This design comes from an exercise in tuning for small area, a short achievable clock period and few clock cycles per item on the open sky130 flow, not from production work. Only simulation tests tie the RTL to the original design; equivalence was not proved. No activity file was given, so power comes from the tool's default toggle rates.

==> violet: inputs <==
==> flow/design.v <==
`timescale 1ns / 1ps
package lfuc_pkg;
  localparam int unsigned KEY_W      = 32;
  localparam int unsigned LIMIT_W    = 5;
  localparam int unsigned OUT_FREQ_W = 16;
  localparam int unsigned TOTAL_W    = 32;
  localparam logic [LIMIT_W-1:0]    LIMIT_RESET  = 5'd16;
  localparam logic [OUT_FREQ_W-1:0] OUT_FREQ_MAX = 16'hFFFF;
endpackage
`timescale 1ns / 1ps
module lfuc_ctrl
(
  input  logic clk_i,
  input  logic rst_ni,
  input  logic start,
  output logic req_b_o,
  output logic req_c_o,
  output logic busy,
  output logic done_o
);
  logic req_b_q;
  logic req_c_q;
  logic done_q;
  always_ff @(posedge clk_i or negedge rst_ni) begin
    if (!rst_ni) begin
      req_b_q <= 1'b0;
      req_c_q <= 1'b0;
      done_q  <= 1'b0;
    end else begin
      req_b_q <= start;
      req_c_q <= req_b_q;
      done_q  <= req_c_q;
    end
  end
  assign req_b_o = req_b_q;
  assign req_c_o = req_c_q;
  assign busy    = 1'b0;
  assign done_o  = done_q;
endmodule
`timescale 1ns / 1ps
module lfuc_dpath
#(
  parameter int unsigned CACHE_ENTRIES = 16,
  parameter int unsigned FREQ_BITS     = 16
) (
  input  logic                            clk_i,
  input  logic                            rst_ni,
  input  logic                            req_b_i,
  input  logic                            req_c_i,
  input  logic                            cfg_we_i,
  input  logic [lfuc_pkg::LIMIT_W-1:0]    cfg_wdata_i,
  input  logic [lfuc_pkg::KEY_W-1:0]      lookup_key_i,
  output logic                            was_hit_o,
  output logic                            did_evict_o,
  output logic [lfuc_pkg::KEY_W-1:0]      evicted_key_o,
  output logic [lfuc_pkg::OUT_FREQ_W-1:0] new_frequency_o,
  output logic [lfuc_pkg::TOTAL_W-1:0]    total_hits_o,
  output logic [lfuc_pkg::TOTAL_W-1:0]    total_misses_o
);
  localparam int unsigned N     = CACHE_ENTRIES;
  localparam int unsigned KW    = lfuc_pkg::KEY_W;
  localparam int unsigned FW    = FREQ_BITS;
  localparam logic [FW-1:0] FREQ_ONE = FW'(1);
  logic [N-1:0]                 valid_q;     
  logic [KW-1:0]                key_q  [N];
  logic [FW-1:0]                freq_q [N];
  logic [N-1:0]                 lt_q   [N];    
  logic [lfuc_pkg::LIMIT_W-1:0] limit_q;
  logic [lfuc_pkg::TOTAL_W-1:0] hits_q;
  logic [lfuc_pkg::TOTAL_W-1:0] misses_q;
  logic [KW-1:0] key_b_q;
  logic [KW-1:0] key_c_q;
  logic [N-1:0]  eq_b;
  logic [N-1:0]  lt_b;
  logic          eq_bc;
  logic          lt_bc;
  for (genvar i = 0; i < N; i++) begin : g_key_cmp
    lfuc_cmp #(.W(KW)) u_cmp (
      .a  (key_b_q),
      .b  (key_q[i]),
      .lt (lt_b[i]),
      .eq (eq_b[i])
    );
  end
  lfuc_cmp #(.W(KW)) u_cmp_bc (
    .a  (key_b_q),
    .b  (key_c_q),
    .lt (lt_bc),
    .eq (eq_bc)
  );
  logic          hit_q;       
  logic [N-1:0]  match_q;     
  logic [N-1:0]  klt_q;       
  logic [FW-1:0] hf_q;        
  logic [N-1:0]  ins;         
  logic [N-1:0]  slot;        
  logic          hit;         
  logic [FW-1:0] new_freq;    
  logic [N-1:0]  veq_b;
  logic          any_b;
  logic          hit_b;
  logic [N-1:0]  match_b;
  logic [N-1:0]  klt_b;
  logic [FW-1:0] hf_b;
  assign veq_b = valid_q & eq_b;
  assign any_b = |veq_b;
  assign hit_b = (req_c_i && !hit) ? (eq_bc || (any_b && !(|(slot & veq_b)))) : any_b;
  always_comb begin
    hf_b = '0;
    for (int i = 0; i < N; i++) begin
      match_b[i] = ins[i] ? eq_bc : veq_b[i];
      klt_b[i]   = ins[i] ? lt_bc : lt_b[i];
      hf_b       = hf_b | (veq_b[i] ? freq_q[i] : '0);
    end
    if (req_c_i && eq_bc) begin
      hf_b = new_freq;
    end
  end
  always_ff @(posedge clk_i) begin
    key_b_q <= lookup_key_i;
    key_c_q <= key_b_q;
    hit_q   <= hit_b;
    match_q <= match_b;
    klt_q   <= klt_b;
    hf_q    <= hf_b;
  end
  logic [N-1:0] match;
  logic [N-1:0] key_lt;    
  assign match  = match_q;
  assign key_lt = klt_q;
  assign hit    = hit_q;
  logic [FW-1:0] hit_freq;
  logic [FW-1:0] hit_carry;    
  logic          hit_sat;
  logic [FW-1:0] hit_inc;
  assign hit_freq = hf_q;
  lfuc_prefix_and #(.W(FW)) u_carry (
    .x (hit_freq),
    .y (hit_carry)
  );
  assign hit_sat  = hit_carry[FW-1] && hit_freq[FW-1];
  assign hit_inc  = hit_sat ? hit_freq : (hit_freq ^ hit_carry);
  assign new_freq = hit ? hit_inc : FREQ_ONE;
  logic [N-1:0] pass;       
  logic [N-1:0] is_one;
  logic [N-1:0] ins_lt;     
  always_comb begin
    for (int j = 0; j < N; j++) begin
      logic [FW-1:0] d;
      logic [FW-1:0] k;
      logic          eq0;
      logic          eq1;
      d = freq_q[j] ^ hit_freq;
      k[0] = 1'b1;
      for (int b = 1; b < FW; b++) begin
        k[b] = hit_freq[b-1] && !freq_q[j][b-1];
      end
      eq0 = ~|d;
      eq1 = ~|(d ^ k);
      pass[j]   = !hit_sat && (eq0 || (eq1 && !key_lt[j]));
      is_one[j] = (freq_q[j] == FREQ_ONE);
      ins_lt[j] = !is_one[j] || key_lt[j];
    end
  end
  logic [N-1:0] victim;
  always_comb begin
    for (int i = 0; i < N; i++) begin
      victim[i] = valid_q[i];
      for (int j = 0; j < N; j++) begin
        if (j < i) begin
          victim[i] = victim[i] && (!valid_q[j] || !lt_q[j][i]);
        end else if (j > i) begin
          victim[i] = victim[i] && (!valid_q[j] || lt_q[i][j]);
        end
      end
    end
  end
  function automatic logic [N-1:0] limit_slot(input logic [lfuc_pkg::LIMIT_W-1:0] lim);
    limit_slot = '0;
    for (int i = 0; i < N; i++) begin
      if (lim == '0) begin
        limit_slot[i] = (i == 0);
      end else if (lim > 5'(N)) begin
        limit_slot[i] = (i == N - 1);
      end else begin
        limit_slot[i] = (lim == 5'(i + 1));
      end
    end
  endfunction
  logic full;
  logic evict;
  logic full_q;    
  assign full  = full_q;
  assign evict = !hit && full;
  logic [N-1:0] free_oh;
  always_comb begin
    for (int i = 0; i < N; i++) begin
      free_oh[i] = !valid_q[i] && ((i == 0) || valid_q[(i == 0) ? 0 : i - 1]);
    end
  end
  logic [N-1:0] sel;
  assign slot = full ? victim : free_oh;
  assign sel  = req_c_i ? (match | (hit ? '0 : slot)) : '0;
  assign ins  = (req_c_i && !hit) ? slot : '0;
  logic [KW-1:0] victim_key;
  always_comb begin
    victim_key = '0;
    for (int i = 0; i < N; i++) begin
      victim_key = victim_key | (victim[i] ? key_q[i] : '0);
    end
  end
  logic [lfuc_pkg::TOTAL_W-1:0] hits_inc;
  logic [lfuc_pkg::TOTAL_W-1:0] misses_inc;
  logic [lfuc_pkg::TOTAL_W-1:0] hits_carry;
  logic [lfuc_pkg::TOTAL_W-1:0] misses_carry;
  lfuc_prefix_and #(.W(lfuc_pkg::TOTAL_W)) u_hits_carry (
    .x (hits_q),
    .y (hits_carry)
  );
  lfuc_prefix_and #(.W(lfuc_pkg::TOTAL_W)) u_misses_carry (
    .x (misses_q),
    .y (misses_carry)
  );
  assign hits_inc   = hits_q ^ hits_carry;
  assign misses_inc = misses_q ^ misses_carry;
  always_ff @(posedge clk_i or negedge rst_ni) begin
    if (!rst_ni) begin
      valid_q  <= '0;
      full_q   <= 1'b0;
      limit_q  <= lfuc_pkg::LIMIT_RESET;
      hits_q   <= '0;
      misses_q <= '0;
    end else begin
      if (cfg_we_i) begin
        limit_q <= cfg_wdata_i;
        full_q  <= |(valid_q & limit_slot(cfg_wdata_i));
      end else if (req_c_i && !hit && !full_q && |(free_oh & limit_slot(limit_q))) begin
        full_q  <= 1'b1;
      end
      if (req_c_i) begin
        if (hit) begin
          hits_q <= hits_inc;
        end else begin
          misses_q <= misses_inc;
          valid_q  <= valid_q | ins;
        end
      end
    end
  end
  always_ff @(posedge clk_i) begin
    for (int i = 0; i < N; i++) begin
      if (sel[i]) begin
        freq_q[i] <= new_freq;
      end
      if (ins[i]) begin
        key_q[i] <= key_c_q;
      end
      for (int j = i + 1; j < N; j++) begin
        if (sel[i]) begin
          lt_q[i][j] <= hit ? (lt_q[i][j] && !pass[j]) : ins_lt[j];
        end else if (sel[j]) begin
          lt_q[i][j] <= hit ? (lt_q[i][j] || pass[i]) : !ins_lt[i];
        end
      end
    end
  end
  always_ff @(posedge clk_i) begin
    was_hit_o       <= hit;
    did_evict_o     <= evict;
    evicted_key_o   <= evict ? victim_key : '0;
    new_frequency_o <= new_freq;
  end
  assign total_hits_o   = hits_q;
  assign total_misses_o = misses_q;
endmodule
`timescale 1ns / 1ps
module lfuc_cmp
#(
  parameter int unsigned W = 32    
) (
  input  logic [W-1:0] a,
  input  logic [W-1:0] b,
  output logic         lt,
  output logic         eq
);
  localparam int unsigned LVL = $clog2(W);
  logic [W-1:0] e [LVL+1];
  logic [W-1:0] l [LVL+1];
  always_comb begin
    for (int k = 0; k <= LVL; k++) begin
      e[k] = '0;
      l[k] = '0;
    end
    e[0] = ~(a ^ b);
    l[0] = ~a & b;
    for (int k = 1; k <= LVL; k++) begin
      for (int i = 0; i < (W >> k); i++) begin
        e[k][i] = e[k-1][2*i+1] & e[k-1][2*i];
        l[k][i] = l[k-1][2*i+1] | (e[k-1][2*i+1] & l[k-1][2*i]);
      end
    end
  end
  assign lt = l[LVL][0];
  assign eq = e[LVL][0];
endmodule
`timescale 1ns / 1ps
module lfuc_prefix_and
#(
  parameter int unsigned W = 16    
) (
  input  logic [W-1:0] x,
  output logic [W-1:0] y
);
  localparam int unsigned LVL = $clog2(W);
  logic [W-1:0] p [LVL+1];
  always_comb begin
    p[0] = x;
    for (int k = 1; k <= LVL; k++) begin
      for (int i = 0; i < W; i++) begin
        if (i >= (1 << (k-1))) begin
          p[k][i] = p[k-1][i] & p[k-1][i - (1 << (k-1))];
        end else begin
          p[k][i] = p[k-1][i];
        end
      end
    end
  end
  assign y = {p[LVL][W-2:0], 1'b1};
endmodule
`timescale 1ns / 1ps
module lfu_fully_associative_cache
#(
  parameter int unsigned CACHE_ENTRIES = 16,
  parameter int unsigned FREQ_BITS     = 16
) (
  input  logic                  clk_i,
  input  logic                  rst_ni,
  input  logic                  start,
  output logic                  busy,
  input  logic [lfuc_pkg::KEY_W-1:0]      lookup_key_i,
  input  logic                  cfg_we_i,
  input  logic [lfuc_pkg::LIMIT_W-1:0]    cfg_wdata_i,
  output logic                  done_o,
  output logic                  was_hit_o,
  output logic                  did_evict_o,
  output logic [lfuc_pkg::KEY_W-1:0]      evicted_key_o,
  output logic [lfuc_pkg::OUT_FREQ_W-1:0] new_frequency_o,
  output logic [lfuc_pkg::TOTAL_W-1:0]    total_hits_o,
  output logic [lfuc_pkg::TOTAL_W-1:0]    total_misses_o
);
  logic req_b;
  logic req_c;
  lfuc_ctrl u_ctrl (
    .clk_i   (clk_i),
    .rst_ni  (rst_ni),
    .start   (start),
    .req_b_o (req_b),
    .req_c_o (req_c),
    .busy   (busy),
    .done_o (done_o)
  );
  lfuc_dpath #(
    .CACHE_ENTRIES (CACHE_ENTRIES),
    .FREQ_BITS     (FREQ_BITS)
  ) u_dpath (
    .clk_i           (clk_i),
    .rst_ni          (rst_ni),
    .req_b_i         (req_b),
    .req_c_i         (req_c),
    .cfg_we_i        (cfg_we_i),
    .cfg_wdata_i     (cfg_wdata_i),
    .lookup_key_i    (lookup_key_i),
    .was_hit_o       (was_hit_o),
    .did_evict_o     (did_evict_o),
    .evicted_key_o   (evicted_key_o),
    .new_frequency_o (new_frequency_o),
    .total_hits_o    (total_hits_o),
    .total_misses_o  (total_misses_o)
  );
endmodule
==> flow/flow/run.sh <==
#!/bin/bash
# Own layout flow: the standard ORFS flow (standard.sh, with its
# synthesis unchanged), with
#  * plain buffers as the port buffers instead of the delay buffers that
#    buffer_ports picks by default,
#  * repair_timing aiming at a larger setup margin, free to resize across
#    cell footprints,
#  * larger clock-tree sink clusters (fewer clock buffers).
# The clock period and constraints are the standard flow's (constraint.sdc, untouched).
# make's full output goes to flow_make.log in this folder; ORFS's per-step
# logs are under orfs/logs.
set -euo pipefail
bash standard.sh \
  SETUP_SLACK_MARGIN=6.6 \
  MATCH_CELL_FOOTPRINT=0 \
  "BUFFER_PORTS_ARGS=-buffer_cell sky130_fd_sc_hd__buf_4" CTS_CLUSTER_SIZE=30 CTS_CLUSTER_DIAMETER=60 \
  finish > flow_make.log 2>&1
test -s out/final.def
==> flow/standard.sh <==
#!/bin/bash
# synth_recipe.tcl (not shown) runs the flow's synth.tcl, then flattens the netlist and writes it again
# the make line also repeats each setting of config.mk as NAME=value (left out here)
make -C /OpenROAD-flow-scripts/flow DESIGN_CONFIG=/design/flow/config.mk WORK_HOME=/design/flow/orfs CLKGATE_MAP_FILE= SYNTH_SCRIPT=/design/flow/synth_recipe.tcl "${@:-finish}"
==> flow/config.mk <==
export PLATFORM = sky130hd
export DESIGN_NAME = lfu_fully_associative_cache
export DESIGN_NICKNAME = lfu_fully_associative_cache
export VERILOG_FILES = /design/flow/design.v
export SDC_FILE = /design/flow/constraint.sdc
export NUM_CORES = 4
export LEC_CHECK = 0
export CAP_MARGIN = 20
export CORE_MARGIN = 2
export CORE_UTILIZATION = 60
export SLEW_MARGIN = 20
==> flow/constraint.sdc <==
create_clock -name core_clock -period 10.0 [get_ports {clk_i}]
set_input_delay 2.0000 -clock core_clock [delete_from_list [all_inputs] [get_ports {clk_i}]]
set_output_delay 2.0000 -clock core_clock [all_outputs]
set_load 0.01 [all_outputs]
==> delta (differences from violet) <==
--- a/flow/design.v
+++ b/flow/design.v
@@ -84,8 +84,14 @@
   end
-  lfuc_cmp #(.W(KW)) u_cmp_bc (
-    .a  (key_b_q),
-    .b  (key_c_q),
-    .lt (lt_bc),
-    .eq (eq_bc)
+  logic eq_a;
+  logic lt_a;
+  lfuc_cmp #(.W(KW)) u_cmp_ab (
+    .a  (lookup_key_i),
+    .b  (key_b_q),
+    .lt (lt_a),
+    .eq (eq_a)
   );
+  always_ff @(posedge clk_i) begin
+    eq_bc <= eq_a;
+    lt_bc <= lt_a;
+  end
   logic          hit_q;       
@@ -150,6 +156,5 @@
       logic [FW-1:0] k;
-      logic          eq0;
-      logic          eq1;
+      logic          near;
       d = freq_q[j] ^ hit_freq;
-      k[0] = 1'b1;
+      k[0] = d[0];
       for (int b = 1; b < FW; b++) begin
@@ -157,7 +162,6 @@
       end
-      eq0 = ~|d;
-      eq1 = ~|(d ^ k);
-      pass[j]   = !hit_sat && (eq0 || (eq1 && !key_lt[j]));
+      near = ~|(d ^ k);
+      pass[j]   = valid_q[j] && !hit_sat && near && (!d[0] || !key_lt[j]);
       is_one[j] = (freq_q[j] == FREQ_ONE);
-      ins_lt[j] = !is_one[j] || key_lt[j];
+      ins_lt[j] = !valid_q[j] || !is_one[j] || key_lt[j];
     end
@@ -167,8 +171,8 @@
     for (int i = 0; i < N; i++) begin
-      victim[i] = valid_q[i];
+      victim[i] = 1'b1;
       for (int j = 0; j < N; j++) begin
         if (j < i) begin
-          victim[i] = victim[i] && (!valid_q[j] || !lt_q[j][i]);
+          victim[i] = victim[i] && !lt_q[j][i];
         end else if (j > i) begin
-          victim[i] = victim[i] && (!valid_q[j] || lt_q[i][j]);
+          victim[i] = victim[i] && lt_q[i][j];
         end
--- a/flow/flow/run.sh
+++ b/flow/flow/run.sh
@@ -13,5 +13,5 @@
 bash standard.sh \
-  SETUP_SLACK_MARGIN=6.6 \
+  SETUP_SLACK_MARGIN=6.7 \
   MATCH_CELL_FOOTPRINT=0 \
-  "BUFFER_PORTS_ARGS=-buffer_cell sky130_fd_sc_hd__buf_4" CTS_CLUSTER_SIZE=30 CTS_CLUSTER_DIAMETER=60 \
+  "BUFFER_PORTS_ARGS=-buffer_cell sky130_fd_sc_hd__buf_2" CTS_CLUSTER_SIZE=30 CTS_CLUSTER_DIAMETER=60 \
   finish > flow_make.log 2>&1
==> willow (differences from violet) <==
--- a/flow/design.v
+++ b/flow/design.v
@@ -62,4 +62,6 @@
   localparam int unsigned FW    = FREQ_BITS;
+  localparam int unsigned OCC_W = $clog2(CACHE_ENTRIES + 1);
+  localparam int unsigned CMP_W = (OCC_W > lfuc_pkg::LIMIT_W) ? OCC_W : lfuc_pkg::LIMIT_W;
   localparam logic [FW-1:0] FREQ_ONE = FW'(1);
-  logic [N-1:0]                 valid_q;     
+  logic [N-1:0]                 valid_q;
   logic [KW-1:0]                key_q  [N];
@@ -67,2 +69,3 @@
   logic [N-1:0]                 lt_q   [N];    
+  logic [OCC_W-1:0]             occ_q;
   logic [lfuc_pkg::LIMIT_W-1:0] limit_q;
@@ -90,30 +93,7 @@
   );
-  logic          hit_q;       
-  logic [N-1:0]  match_q;     
-  logic [N-1:0]  klt_q;       
-  logic [FW-1:0] hf_q;        
-  logic [N-1:0]  ins;         
-  logic [N-1:0]  slot;        
-  logic          hit;         
-  logic [FW-1:0] new_freq;    
-  logic [N-1:0]  veq_b;
-  logic          any_b;
-  logic          hit_b;
-  logic [N-1:0]  match_b;
-  logic [N-1:0]  klt_b;
-  logic [FW-1:0] hf_b;
-  assign veq_b = valid_q & eq_b;
-  assign any_b = |veq_b;
-  assign hit_b = (req_c_i && !hit) ? (eq_bc || (any_b && !(|(slot & veq_b)))) : any_b;
-  always_comb begin
-    hf_b = '0;
-    for (int i = 0; i < N; i++) begin
-      match_b[i] = ins[i] ? eq_bc : veq_b[i];
-      klt_b[i]   = ins[i] ? lt_bc : lt_b[i];
-      hf_b       = hf_b | (veq_b[i] ? freq_q[i] : '0);
-    end
-    if (req_c_i && eq_bc) begin
-      hf_b = new_freq;
-    end
-  end
+  logic [N-1:0] eq_c_q;      
+  logic [N-1:0] klt_c_q;     
+  logic         eq_cc_q;     
+  logic         lt_cc_q;     
+  logic [N-1:0] wr_q;        
   always_ff @(posedge clk_i) begin
@@ -121,6 +101,6 @@
     key_c_q <= key_b_q;
-    hit_q   <= hit_b;
-    match_q <= match_b;
-    klt_q   <= klt_b;
-    hf_q    <= hf_b;
+    eq_c_q  <= eq_b;
+    klt_c_q <= lt_b;
+    eq_cc_q <= eq_bc;
+    lt_cc_q <= lt_bc;
   end
@@ -128,5 +108,10 @@
   logic [N-1:0] key_lt;    
-  assign match  = match_q;
-  assign key_lt = klt_q;
-  assign hit    = hit_q;
+  logic         hit;
+  always_comb begin
+    for (int i = 0; i < N; i++) begin
+      match[i]  = valid_q[i] && (wr_q[i] ? eq_cc_q : eq_c_q[i]);
+      key_lt[i] = wr_q[i] ? lt_cc_q : klt_c_q[i];
+    end
+  end
+  assign hit = |match;
   logic [FW-1:0] hit_freq;
@@ -135,3 +120,9 @@
   logic [FW-1:0] hit_inc;
-  assign hit_freq = hf_q;
+  logic [FW-1:0] new_freq;
+  always_comb begin
+    hit_freq = '0;
+    for (int i = 0; i < N; i++) begin
+      hit_freq = hit_freq | (match[i] ? freq_q[i] : '0);
+    end
+  end
   lfuc_prefix_and #(.W(FW)) u_carry (
@@ -177,18 +168,17 @@
   end
-  function automatic logic [N-1:0] limit_slot(input logic [lfuc_pkg::LIMIT_W-1:0] lim);
-    limit_slot = '0;
-    for (int i = 0; i < N; i++) begin
-      if (lim == '0) begin
-        limit_slot[i] = (i == 0);
-      end else if (lim > 5'(N)) begin
-        limit_slot[i] = (i == N - 1);
-      end else begin
-        limit_slot[i] = (lim == 5'(i + 1));
-      end
+  logic [CMP_W-1:0] limit_ext;
+  logic [CMP_W-1:0] limit_eff;
+  always_comb begin
+    limit_ext = CMP_W'(limit_q);
+    if (limit_ext == '0) begin
+      limit_eff = CMP_W'(1);
+    end else if (limit_ext > CMP_W'(N)) begin
+      limit_eff = CMP_W'(N);
+    end else begin
+      limit_eff = limit_ext;
     end
-  endfunction
+  end
   logic full;
   logic evict;
-  logic full_q;    
-  assign full  = full_q;
+  assign full  = CMP_W'(occ_q) >= limit_eff;
   assign evict = !hit && full;
@@ -196,4 +186,7 @@
   always_comb begin
+    logic below;
+    below = 1'b1;
     for (int i = 0; i < N; i++) begin
-      free_oh[i] = !valid_q[i] && ((i == 0) || valid_q[(i == 0) ? 0 : i - 1]);
+      free_oh[i] = below && !valid_q[i];
+      below      = below && valid_q[i];
     end
@@ -201,5 +194,5 @@
   logic [N-1:0] sel;
-  assign slot = full ? victim : free_oh;
-  assign sel  = req_c_i ? (match | (hit ? '0 : slot)) : '0;
-  assign ins  = (req_c_i && !hit) ? slot : '0;
+  logic [N-1:0] ins;
+  assign sel = !req_c_i ? '0 : hit ? match : evict ? victim : free_oh;
+  assign ins = (req_c_i && !hit) ? (evict ? victim : free_oh) : '0;
   logic [KW-1:0] victim_key;
@@ -228,3 +221,3 @@
       valid_q  <= '0;
-      full_q   <= 1'b0;
+      occ_q    <= '0;
       limit_q  <= lfuc_pkg::LIMIT_RESET;
@@ -232,8 +225,7 @@
       misses_q <= '0;
+      wr_q     <= '0;
     end else begin
+      wr_q <= ins;
       if (cfg_we_i) begin
         limit_q <= cfg_wdata_i;
-        full_q  <= |(valid_q & limit_slot(cfg_wdata_i));
-      end else if (req_c_i && !hit && !full_q && |(free_oh & limit_slot(limit_q))) begin
-        full_q  <= 1'b1;
       end
@@ -245,2 +237,5 @@
           valid_q  <= valid_q | ins;
+          if (!evict) begin
+            occ_q <= occ_q + OCC_W'(1);
+          end
         end
==> flow/run.sh (new file) <==
#!/bin/bash
# synth_recipe.tcl (not shown) runs the flow's synth.tcl, then flattens the netlist and writes it again
# the make line also repeats each setting of config.mk as NAME=value (left out here)
make -C /OpenROAD-flow-scripts/flow DESIGN_CONFIG=/design/flow/config.mk WORK_HOME=/design/flow/orfs CLKGATE_MAP_FILE= SYNTH_SCRIPT=/design/flow/synth_recipe.tcl finish
--- a/flow/config.mk
+++ b/flow/config.mk
@@ -9,3 +9,3 @@
 export CORE_MARGIN = 2
-export CORE_UTILIZATION = 60
+export CORE_UTILIZATION = 40
 export SLEW_MARGIN = 20
removed: flow/flow/run.sh
removed: flow/standard.sh
==> summary of the runs <==
- Between delta and violet, the lower cell area is in delta (gap about 3.3%, measured against violet).
- Between delta and willow, the lower worst setup slack is in willow (gap 3.7 ns).
- The lowest routed wire length belongs to delta, the highest to willow.
- willow finished with timing, DRC and antenna clean. delta ran to the end with no violations. violet went through all stages and came out clean.
- Clock skew, lowest first: delta, willow, violet.
- First-iteration DRC count, highest first: violet, delta, willow.
- Count of clock-buffer cells in the layout, lowest first: violet, delta, willow.
- Register-to-register slack: delta > violet > willow.
- Synthesized area: willow > violet > delta.
- Die area: willow is larger than violet (50%).
==> figures <==
item                                                                    delta                    violet                  willow
Run status                                           timing/DRC/antenna clean  timing/DRC/antenna clean  timing/DRC/antenna clean
Vias in the first global route                                          47600                     50700                   51400
Synth top area share                                                    42.5%                     41.3%                   41.0%
Area share of buffers outside the clock network                         4.66%                     5.34%                   3.86%
Total global routing track utilization                                  44.1%                     47.6%                   35.1%
DIE AREA                                                          0.107 sq mm               0.110 sq mm             0.166 sq mm
Depth of the most critical reg-to-reg path                                 10                        12                      17
Maximum resistive drop on vdd                                        0.185 mV                  0.172 mV                0.184 mV
Number of tapcells                                                       1380                      1403                    2160
Initial DRC Count                                                        8140                      9778                    6763
Synth unique cells                                                         85                        87                      87
Multi-input gate count                                                   3559                      3813                    3902
Ratio of total power to cell area                                 166 mW/mm^2               171 mW/mm^2             189 mW/mm^2
Met1 Resource Use GR                                                    61.1%                     63.1%                   44.5%
Layout area overhead                                                    14.0%                     14.5%                   15.0%
Detail Placement HPWL                                               164000 um                 182000 um               209000 um
Vias after detailed routing                                             50500                     54000                   52700
Antenna diode instance count                                                4                         2                       3
Cell type with the highest occurrence count on the critical path            -  sky130_fd_sc_hd__nand4_1  sky130_fd_sc_hd__buf_4
First-pass GRT wire length                                          339000 um                 374000 um               404000 um
Testbench counts of violet, summed over its fixed seeds: cycles 24,024, lookups 24,000.
Testbench counts of delta, summed over its fixed seeds: cycles 24,024, lookups 24,000.
Testbench counts of willow, summed over its fixed seeds: cycles 24,024, lookups 24,000.

what the ideal ports hide:
No port has a modelled driver above. Below, the same layouts with a new extraction and two added sets of constraints. Step 1: set_driving_cell puts a clkbuf_16 on clk_i and a buf_2 on each other input, an assumption about the parent block. Step 2, shift: input delay + t, output delay - t, t = (earliest + latest rising clock arrival at the registers) / 2. This alone moves slack from input paths to output paths. Slacks: ideal ports / drivers / drivers and shift; pairs: ideal ports / drivers.
run	t (ns)	setup slack, ns	worst setup path after step 2
violet	0.804	6.512 / 6.512 / 6.396	input to register
delta	0.790	6.648 / 6.644 / 6.005	input to register
willow	0.892	2.955 / 2.955 / 2.955	register to register
After both steps setup and hold are still met in every run listed. The setup slack of delta, which loses most, moves by -0.004 ns with the drivers and by -0.643 ns with both steps.
